This design comes from an exercise in tuning for small area, a short achievable clock period and few clock cycles per item on the open sky130 flow, not from production work.
In this exercise RTL edits were held to simulation tests only and were not proved equivalent to the original.
Power and IR drop assume default switching activity. The clock port is modelled as an ideal driver; clocking choices that lean on that would not hold on a real chip.

== west ==
## ofdm_frame_sched
module ofdm_frame_sched #(
    parameter int DW   = 8,
    parameter int NFFT = 128
) (
    input  logic          clk,
    input  logic          reset,
    input  logic          sym_valid,
    output logic          sym_ready,
    input  logic [DW-1:0] sym_i,
    input  logic [DW-1:0] sym_q,
    input  logic          sink_ready,
    output logic          sink_valid,
    output logic          sink_sop,
    output logic          sink_eop,
    output logic [DW-1:0] sink_real,
    output logic [DW-1:0] sink_imag,
    output logic          frame_done
);
==> module ofdm_frame_sched, before the edit <==
module ofdm_frame_sched #(
    parameter int DW   = 8,
    parameter int NFFT = 128
) (
    input  logic          clk,
    input  logic          reset,
    input  logic          sym_valid,
    output logic          sym_ready,
    input  logic [DW-1:0] sym_i,
    input  logic [DW-1:0] sym_q,
    input  logic          sink_ready,
    output logic          sink_valid,
    output logic          sink_sop,
    output logic          sink_eop,
    output logic [DW-1:0] sink_real,
    output logic [DW-1:0] sink_imag,
    output logic          frame_done
);
    localparam int H  = NFFT / 2;
    localparam int AW = $clog2(H);
    localparam int KW = $clog2(NFFT);
    localparam logic [DW-1:0] MIN_VAL = {1'b1, {(DW-1){1'b0}}};
    localparam logic [DW-1:0] MAX_VAL = {1'b0, {(DW-1){1'b1}}};
    logic [2*DW-1:0] ring [H];
    logic [2*DW-1:0] din;
    assign din = {sym_i, sym_q};
    logic [AW-1:0] wpos;      
    logic [AW-1:0] wr_j;      
    logic          wf;        
    logic [KW-1:0] rd_k;      
    logic          rf;        
    logic [AW-1:0] rpos;      
    logic          ahead;
    logic          accept;
    logic          avail;
    logic          o_load, r_tap;
    assign ahead  = wf ^ rf;
    assign accept = sym_valid && sym_ready;
    assign avail  = ahead || (rd_k[AW-1:0] != wr_j);
    assign r_tap  = (rpos[2:0] == 3'd0);
    assign o_load = (!sink_valid || sink_ready) && (avail ? r_tap : accept);
    always_ff @(posedge clk) begin
        ring[0] <= ring[H-1];
        for (int p = 1; p < H; p++) begin
            if (p < 8 && p[0] && accept && wpos == AW'(p)) ring[p] <= din;
            else                                          ring[p] <= ring[p-1];
        end
    end
    logic [AW-1:0] wpos_n, wr_j_n, rpos_n;
    logic [KW-1:0] rd_k_n;
    logic          wf_n, rf_n, ahead_n;
    always_comb begin
        wr_j_n = accept ? wr_j + 1'b1 : wr_j;
        wf_n   = (accept && wr_j == AW'(H - 1)) ? ~wf : wf;
        if (accept) wpos_n = (wr_j[1:0] == 2'd3) ? wpos - AW'(6) : wpos + AW'(2);
        else        wpos_n = wpos + 1'b1;
        rd_k_n = o_load ? rd_k + 1'b1 : rd_k;
        rf_n   = (o_load && rd_k == KW'(NFFT - 1)) ? ~rf : rf;
        if (!o_load)              rpos_n = rpos + 1'b1;
        else if (!rd_k[KW-1])     rpos_n = (rd_k[1:0] == 2'd3) ? rpos - AW'(6) : rpos + AW'(2);
        else                      rpos_n = (rd_k[1:0] == 2'd0) ? rpos + AW'(8) : rpos;
        ahead_n = wf_n ^ rf_n;
    end
    always_ff @(posedge clk) begin
        if (reset) begin
            wpos      <= AW'(1);
            wr_j      <= '0;
            wf        <= 1'b0;
            rd_k      <= '0;
            rf        <= 1'b0;
            rpos      <= '0;
            sym_ready <= 1'b1;
        end else begin
            wpos      <= wpos_n;
            wr_j      <= wr_j_n;
            wf        <= wf_n;
            rd_k      <= rd_k_n;
            rf        <= rf_n;
            rpos      <= rpos_n;
            sym_ready <= (wpos_n[AW-1:3] == '0) && wpos_n[0] &&
                         (!ahead_n || (wr_j_n == '0 && rd_k_n[KW-1] && rd_k_n[KW-2:0] != '0));
        end
    end
    logic [2*DW-1:0] tap [H/8];
    logic [2*DW-1:0] smp;
    logic [DW-1:0]   si, sq, re_n, im_n;
    always_comb for (int e = 0; e < H/8; e++) tap[e] = ring[8*e];
    assign smp = avail ? tap[rpos[AW-1:3]] : din;
    assign si  = smp[2*DW-1:DW];
    assign sq  = smp[DW-1:0];
    always_comb begin
        re_n = si;
        im_n = sq;
        if (rd_k == '0) begin
            im_n = '0;
        end else if (rd_k == KW'(H)) begin
            re_n = sq;
            im_n = '0;
        end else if (rd_k[KW-1]) begin
            im_n = (sq == MIN_VAL) ? MAX_VAL : -sq;
        end
    end
    always_ff @(posedge clk) begin
        if (reset) begin
            sink_valid <= 1'b0;
        end else begin
            sink_valid <= o_load || (sink_valid && !sink_ready);
        end
    end
    always_ff @(posedge clk) begin
        if (o_load) begin
            sink_sop  <= (rd_k == '0);
            sink_eop  <= (rd_k == KW'(NFFT - 1));
            sink_real <= re_n;
            sink_imag <= im_n;
        end
    end
    assign frame_done = sink_valid && sink_ready && sink_eop;
endmodule
clock: 6.5 ns
lec_check: 0
cap_margin: 20
core_margin: 2
core_utilization: 50
cts_buf_list: sky130_fd_sc_hd__clkbuf_16
cts_cluster_diameter: 60
cts_cluster_size: 30
place_density: 0.65
setup_slack_margin: 3.65
slew_margin: 20
standard.sh (not shown) runs the stock make flow with config.mk's settings and CLKGATE_MAP_FILE= SYNTH_SCRIPT=/design/flow/synth_recipe.tcl, a recipe that flattens the netlist after the stock synthesis.
==> flow/flow/run.sh <==
#!/bin/bash
set -euo pipefail
export BUFFER_PORTS_ARGS="-buffer_cell sky130_fd_sc_hd__buf_2"
export CTS_ARGS="-sink_clustering_enable -repair_clock_nets -buf_list sky130_fd_sc_hd__clkbuf_16 -sink_clustering_size 32 -sink_clustering_max_diameter 80 -dont_use_dummy_load"
bash standard.sh > standard_flow.log 2>&1
Testbench counts of west, summed over its fixed seeds: cycles 16,392, frames 128.
Setup changes, west to south
--- a/flow/design.v
+++ b/flow/design.v
@@ -29,23 +29,25 @@
     logic          wf;        
     logic [KW-1:0] rd_k;      
     logic          rf;        
     logic [AW-1:0] rpos;      
     logic          ahead;
     logic          accept;
-    logic          avail;
-    logic          o_load, r_tap;
+    logic          avail;     
+    logic          tap_ok;    
+    logic          byp_ok;    
+    logic [3:0]    wen;       
+    logic [H/8-1:0] tsel;     
+    logic          o_load;
     assign ahead  = wf ^ rf;
     assign accept = sym_valid && sym_ready;
-    assign avail  = ahead || (rd_k[AW-1:0] != wr_j);
-    assign r_tap  = (rpos[2:0] == 3'd0);
-    assign o_load = (!sink_valid || sink_ready) && (avail ? r_tap : accept);
+    assign o_load = (!sink_valid || sink_ready) && (tap_ok || (byp_ok && sym_valid));
     always_ff @(posedge clk) begin
         ring[0] <= ring[H-1];
         for (int p = 1; p < H; p++) begin
-            if (p < 8 && p[0] && accept && wpos == AW'(p)) ring[p] <= din;
+            if (p < 8 && p[0] && sym_valid && wen[p/2]) ring[p] <= din;
             else                                          ring[p] <= ring[p-1];
         end
     end
     logic [AW-1:0] wpos_n, wr_j_n, rpos_n;
     logic [KW-1:0] rd_k_n;
     logic          wf_n, rf_n, ahead_n;
@@ -58,49 +60,77 @@
         rf_n   = (o_load && rd_k == KW'(NFFT - 1)) ? ~rf : rf;
         if (!o_load)              rpos_n = rpos + 1'b1;
         else if (!rd_k[KW-1])     rpos_n = (rd_k[1:0] == 2'd3) ? rpos - AW'(6) : rpos + AW'(2);
         else                      rpos_n = (rd_k[1:0] == 2'd0) ? rpos + AW'(8) : rpos;
         ahead_n = wf_n ^ rf_n;
     end
+    logic sym_ready_n, avail_n;
+    always_comb begin
+        sym_ready_n = (wpos_n[AW-1:3] == '0) && wpos_n[0] &&
+                      (!ahead_n || (wr_j_n == '0 && rd_k_n[KW-1] && rd_k_n[KW-2:0] != '0));
+        avail_n     = ahead_n || (rd_k_n[AW-1:0] != wr_j_n);
+    end
     always_ff @(posedge clk) begin
         if (reset) begin
             wpos      <= AW'(1);
             wr_j      <= '0;
             wf        <= 1'b0;
             rd_k      <= '0;
             rf        <= 1'b0;
             rpos      <= '0;
             sym_ready <= 1'b1;
+            wen       <= 4'b0001;
+            avail     <= 1'b0;
+            tap_ok    <= 1'b0;
+            byp_ok    <= 1'b1;
+            tsel      <= '0;
         end else begin
             wpos      <= wpos_n;
             wr_j      <= wr_j_n;
             wf        <= wf_n;
             rd_k      <= rd_k_n;
             rf        <= rf_n;
             rpos      <= rpos_n;
-            sym_ready <= (wpos_n[AW-1:3] == '0) && wpos_n[0] &&
-                         (!ahead_n || (wr_j_n == '0 && rd_k_n[KW-1] && rd_k_n[KW-2:0] != '0));
+            sym_ready <= sym_ready_n;
+            for (int i = 0; i < 4; i++)
+                wen[i] <= sym_ready_n && (wpos_n[2:0] == 3'(2*i+1));
+            avail     <= avail_n;
+            tap_ok    <= avail_n && (rpos_n[2:0] == 3'd0);
+            byp_ok    <= !avail_n && sym_ready_n;
+            for (int e = 0; e < H/8; e++)
+                tsel[e] <= avail_n && (rpos_n[AW-1:3] == (AW-3)'(e));
         end
     end
-    logic [2*DW-1:0] tap [H/8];
     logic [2*DW-1:0] smp;
-    logic [DW-1:0]   si, sq, re_n, im_n;
-    always_comb for (int e = 0; e < H/8; e++) tap[e] = ring[8*e];
-    assign smp = avail ? tap[rpos[AW-1:3]] : din;
+    logic [DW-1:0]   si, sq, re_n, im_n, nq;
+    always_comb begin
+        smp = avail ? '0 : din;
+        for (int e = 0; e < H/8; e++)
+            smp = smp | ({(2*DW){tsel[e]}} & ring[8*e]);
+    end
     assign si  = smp[2*DW-1:DW];
     assign sq  = smp[DW-1:0];
+    always_comb begin
+        logic seen;
+        seen = 1'b0;
+        for (int i = 0; i < DW; i++) begin
+            nq[i] = sq[i] ^ seen;
+            seen  = seen | sq[i];
+        end
+        if (sq == MIN_VAL) nq = MAX_VAL;
+    end
     always_comb begin
         re_n = si;
         im_n = sq;
         if (rd_k == '0) begin
             im_n = '0;
         end else if (rd_k == KW'(H)) begin
             re_n = sq;
             im_n = '0;
         end else if (rd_k[KW-1]) begin
-            im_n = (sq == MIN_VAL) ? MAX_VAL : -sq;
+            im_n = nq;
         end
     end
     always_ff @(posedge clk) begin
         if (reset) begin
             sink_valid <= 1'b0;
         end else begin
==> comparison <==
south vs west, largest family of logic cells by synthesized area: compound AO/OA/AOI/OAI gates vs multiplexers. west has a lower depth of the most critical reg-to-reg path than south. Compared with west, in south peak ir drop on the vdd network lower; slack of the critical path increased 0.014 ns; via count shows a reduction of 245; final critical delay including setup and external delays saw a decrease; met3 layer wire length in the routed design went down about 13%.
Testbench counts of south, summed over its fixed seeds: cycles 16,392, frames 128.

* * *

ofdm_frame_sched, a different RTL version from the one above (not shown whole).
Size: ~1600 cells after synthesis, roughly 41 I/O pins, about 26000 sq um of cells after synthesis.
==> module ofdm_frame_sched, before the edit <==
module ofdm_frame_sched #(
    parameter int DW   = 8,
    parameter int NFFT = 128
) (
    input  logic          clk,
    input  logic          reset,
    input  logic          sym_valid,
    output logic          sym_ready,
    input  logic [DW-1:0] sym_i,
    input  logic [DW-1:0] sym_q,
    input  logic          sink_ready,
    output logic          sink_valid,
    output logic          sink_sop,
    output logic          sink_eop,
    output logic [DW-1:0] sink_real,
    output logic [DW-1:0] sink_imag,
    output logic          frame_done
);
    localparam int H  = NFFT / 2;
    localparam int AW = $clog2(H);
    localparam int KW = $clog2(NFFT);
    localparam logic [DW-1:0] MIN_VAL = {1'b1, {(DW-1){1'b0}}};
    localparam logic [DW-1:0] MAX_VAL = {1'b0, {(DW-1){1'b1}}};
    logic [2*DW-1:0] ring [H];
    logic [2*DW-1:0] din;
    assign din = {sym_i, sym_q};
    logic [AW-1:0] wpos;      
    logic [AW-1:0] wr_j;      
    logic          wf;        
    logic [KW-1:0] rd_k;      
    logic          rf;        
    logic [AW-1:0] rpos;      
    logic          ahead;
    logic          accept;
    logic          avail;
    logic          r_valid, r_load, o_load, r_tap;
    assign ahead  = wf ^ rf;
    assign accept = sym_valid && sym_ready;
    assign avail  = ahead || (rd_k[AW-1:0] != wr_j);
    assign r_tap  = (rpos[2:0] == 3'd0);
    assign o_load = r_valid && (!sink_valid || sink_ready);
    assign r_load = (!r_valid || o_load) && (avail ? r_tap : accept);
    always_ff @(posedge clk) begin
        ring[0] <= ring[H-1];
        for (int p = 1; p < H; p++) begin
            if (p < 8 && p[0] && accept && wpos == AW'(p)) ring[p] <= din;
            else                                          ring[p] <= ring[p-1];
        end
    end
    logic [AW-1:0] wpos_n, wr_j_n, rpos_n;
    logic [KW-1:0] rd_k_n;
    logic          wf_n, rf_n, ahead_n;
    always_comb begin
        wr_j_n = accept ? wr_j + 1'b1 : wr_j;
        wf_n   = (accept && wr_j == AW'(H - 1)) ? ~wf : wf;
        if (accept) wpos_n = (wr_j[1:0] == 2'd3) ? wpos - AW'(6) : wpos + AW'(2);
        else        wpos_n = wpos + 1'b1;
        rd_k_n = r_load ? rd_k + 1'b1 : rd_k;
        rf_n   = (r_load && rd_k == KW'(NFFT - 1)) ? ~rf : rf;
        if (!r_load)              rpos_n = rpos + 1'b1;
        else if (!rd_k[KW-1])     rpos_n = (rd_k[1:0] == 2'd3) ? rpos - AW'(6) : rpos + AW'(2);
        else                      rpos_n = (rd_k[1:0] == 2'd0) ? rpos + AW'(8) : rpos;
        ahead_n = wf_n ^ rf_n;
    end
    always_ff @(posedge clk) begin
        if (reset) begin
            wpos      <= AW'(1);
            wr_j      <= '0;
            wf        <= 1'b0;
            rd_k      <= '0;
            rf        <= 1'b0;
            rpos      <= '0;
            r_valid   <= 1'b0;
            sym_ready <= 1'b1;
        end else begin
            wpos      <= wpos_n;
            wr_j      <= wr_j_n;
            wf        <= wf_n;
            rd_k      <= rd_k_n;
            rf        <= rf_n;
            rpos      <= rpos_n;
            r_valid   <= r_load || (r_valid && !o_load);
            sym_ready <= (wpos_n[AW-1:3] == '0) && wpos_n[0] &&
                         (!ahead_n || (wr_j_n == '0 && rd_k_n[KW-1] && rd_k_n[KW-2:0] != '0));
        end
    end
    logic [2*DW-1:0] r_data;
    logic            r_sop, r_mid, r_neg, r_eop;
    logic [2*DW-1:0] tap [H/8];
    always_comb for (int e = 0; e < H/8; e++) tap[e] = ring[8*e];
    always_ff @(posedge clk) begin
        if (r_load) begin
            r_data <= avail ? tap[rpos[AW-1:3]] : din;
            r_sop  <= (rd_k == '0);
            r_mid  <= (rd_k == KW'(H));
            r_neg  <= rd_k[KW-1] && (rd_k[KW-2:0] != '0);
            r_eop  <= (rd_k == KW'(NFFT - 1));
        end
    end
    logic [DW-1:0] ri, rq, re_n, im_n;
    assign ri = r_data[2*DW-1:DW];
    assign rq = r_data[DW-1:0];
    always_comb begin
        re_n = ri;
        im_n = rq;
        if (r_sop) begin
            im_n = '0;
        end else if (r_mid) begin
            re_n = rq;
            im_n = '0;
        end else if (r_neg) begin
            im_n = (rq == MIN_VAL) ? MAX_VAL : -rq;
        end
    end
    always_ff @(posedge clk) begin
        if (reset) begin
            sink_valid <= 1'b0;
        end else begin
            sink_valid <= o_load || (sink_valid && !sink_ready);
        end
    end
    always_ff @(posedge clk) begin
        if (o_load) begin
            sink_sop  <= r_sop;
            sink_eop  <= r_eop;
            sink_real <= re_n;
            sink_imag <= im_n;
        end
    end
    assign frame_done = sink_valid && sink_ready && sink_eop;
endmodule
clock: 6.5 ns
lec_check: 0
cap_margin: 20
core_margin: 2
core_utilization: 70
cts_buf_list: sky130_fd_sc_hd__clkbuf_16
cts_cluster_diameter: 60
cts_cluster_size: 30
place_density: 0.85
setup_slack_margin: 3.65
slew_margin: 20
==> flow/flow/run.sh <==
#!/bin/bash
set -euo pipefail
export BUFFER_PORTS_ARGS="-buffer_cell sky130_fd_sc_hd__buf_2"
export CTS_ARGS="-sink_clustering_enable -repair_clock_nets -buf_list sky130_fd_sc_hd__clkbuf_16 -sink_clustering_size 30 -sink_clustering_max_diameter 60 -dont_use_dummy_load"
bash standard.sh > standard_flow.log 2>&1
Testbench counts at the start, summed over its fixed seeds: cycles 16,400, frames 128.
==> next run, changes <==
==> flow/design.v (replaced) <==
module ofdm_frame_sched #(
    parameter int DW   = 8,
    parameter int NFFT = 128
) (
    input  logic          clk,
    input  logic          reset,
    input  logic          sym_valid,
    output logic          sym_ready,
    input  logic [DW-1:0] sym_i,
    input  logic [DW-1:0] sym_q,
    input  logic          sink_ready,
    output logic          sink_valid,
    output logic          sink_sop,
    output logic          sink_eop,
    output logic [DW-1:0] sink_real,
    output logic [DW-1:0] sink_imag,
    output logic          frame_done
);
    localparam int H  = NFFT / 2;
    localparam int AW = $clog2(H);
    localparam int KW = $clog2(NFFT);
    localparam logic [DW-1:0] MIN_VAL = {1'b1, {(DW-1){1'b0}}};
    localparam logic [DW-1:0] MAX_VAL = {1'b0, {(DW-1){1'b1}}};
    logic [2*DW-1:0] ring [H];
    logic [2*DW-1:0] din;
    assign din = {sym_i, sym_q};
    logic [AW-1:0] wpos;      
    logic [AW-1:0] wr_j;      
    logic          wf;        
    logic [KW-1:0] rd_k;      
    logic          rf;        
    logic [AW-1:0] rpos;      
    logic          ahead;
    logic          accept;
    logic          avail;
    logic          o_load, r_tap;
    assign ahead  = wf ^ rf;
    assign accept = sym_valid && sym_ready;
    assign avail  = ahead || (rd_k[AW-1:0] != wr_j);
    assign r_tap  = (rpos[2:0] == 3'd0);
    assign o_load = (!sink_valid || sink_ready) && (avail ? r_tap : accept);
    always_ff @(posedge clk) begin
        ring[0] <= ring[H-1];
        for (int p = 1; p < H; p++) begin
            if (p < 8 && p[0] && accept && wpos == AW'(p)) ring[p] <= din;
            else                                          ring[p] <= ring[p-1];
        end
    end
    logic [AW-1:0] wpos_n, wr_j_n, rpos_n;
    logic [KW-1:0] rd_k_n;
    logic          wf_n, rf_n, ahead_n;
    always_comb begin
        wr_j_n = accept ? wr_j + 1'b1 : wr_j;
        wf_n   = (accept && wr_j == AW'(H - 1)) ? ~wf : wf;
        if (accept) wpos_n = (wr_j[1:0] == 2'd3) ? wpos - AW'(6) : wpos + AW'(2);
        else        wpos_n = wpos + 1'b1;
        rd_k_n = o_load ? rd_k + 1'b1 : rd_k;
        rf_n   = (o_load && rd_k == KW'(NFFT - 1)) ? ~rf : rf;
        if (!o_load)              rpos_n = rpos + 1'b1;
        else if (!rd_k[KW-1])     rpos_n = (rd_k[1:0] == 2'd3) ? rpos - AW'(6) : rpos + AW'(2);
        else                      rpos_n = (rd_k[1:0] == 2'd0) ? rpos + AW'(8) : rpos;
        ahead_n = wf_n ^ rf_n;
    end
    always_ff @(posedge clk) begin
        if (reset) begin
            wpos      <= AW'(1);
            wr_j      <= '0;
            wf        <= 1'b0;
            rd_k      <= '0;
            rf        <= 1'b0;
            rpos      <= '0;
            sym_ready <= 1'b1;
        end else begin
            wpos      <= wpos_n;
            wr_j      <= wr_j_n;
            wf        <= wf_n;
            rd_k      <= rd_k_n;
            rf        <= rf_n;
            rpos      <= rpos_n;
            sym_ready <= (wpos_n[AW-1:3] == '0) && wpos_n[0] &&
                         (!ahead_n || (wr_j_n == '0 && rd_k_n[KW-1] && rd_k_n[KW-2:0] != '0));
        end
    end
    logic [2*DW-1:0] tap [H/8];
    logic [2*DW-1:0] smp;
    logic [DW-1:0]   si, sq, re_n, im_n;
    always_comb for (int e = 0; e < H/8; e++) tap[e] = ring[8*e];
    assign smp = avail ? tap[rpos[AW-1:3]] : din;
    assign si  = smp[2*DW-1:DW];
    assign sq  = smp[DW-1:0];
    always_comb begin
        re_n = si;
        im_n = sq;
        if (rd_k == '0) begin
            im_n = '0;
        end else if (rd_k == KW'(H)) begin
            re_n = sq;
            im_n = '0;
        end else if (rd_k[KW-1]) begin
            im_n = (sq == MIN_VAL) ? MAX_VAL : -sq;
        end
    end
    always_ff @(posedge clk) begin
        if (reset) begin
            sink_valid <= 1'b0;
        end else begin
            sink_valid <= o_load || (sink_valid && !sink_ready);
        end
    end
    always_ff @(posedge clk) begin
        if (o_load) begin
            sink_sop  <= (rd_k == '0);
            sink_eop  <= (rd_k == KW'(NFFT - 1));
            sink_real <= re_n;
            sink_imag <= im_n;
        end
    end
    assign frame_done = sink_valid && sink_ready && sink_eop;
endmodule
=>
- routed wire length goes up by about a fifth
- first-iteration DRC count increases by well over a third
- via count increases by a few percent
- cell area came out lower slightly
- sequential share of layout area decreases by 1.8 points
- power rises slightly
- cell count drops slightly
- critical path depth climbs by 2
- worst setup slack is worse by 0.030 ns
- combinational power increases by a quarter to a third
Testbench counts after the change, summed over its fixed seeds: cycles 16,392, frames 128.

==> afterwards: timing with drivers on the ports <==
The flow's constraints put no driver on any port. The routed layouts listed below were extracted and timed again, unchanged, in two steps.
Step 1: set_driving_cell puts a clkbuf_16 on clk and a buf_2 on each other input, an assumption about the parent block.
Step 2 moves the port delays by t, midway between the first and last clock arrival at a register: inputs arrive t later, outputs are due t later. That takes back most of the time a late clock gives input paths.
Slacks: ideal ports / drivers / drivers and shift; pairs: ideal ports / drivers.
run | t, ns | setup slack, ns | worst setup path at the end | latest minus earliest clock arrival (ns)
west | 0.629 | 3.548 / 3.513 / 3.212 | input to register | 0.075 / 0.075
south | 0.619 | 3.562 / 3.528 / 3.043 | input to register | 0.060 / 0.059
the first run of note 2 | 0.633 | 3.547 / 3.511 / 3.228 | input to register | 0.062 / 0.062
the second run of note 2 | 0.603 | 3.517 / 3.489 / 2.949 | input to register | 0.079 / 0.079
After both steps setup and hold are still met in every run listed. For the second run of note 2, which loses most, drivers alone change the setup slack by -0.028 ns; drivers and shift together by -0.568 ns.
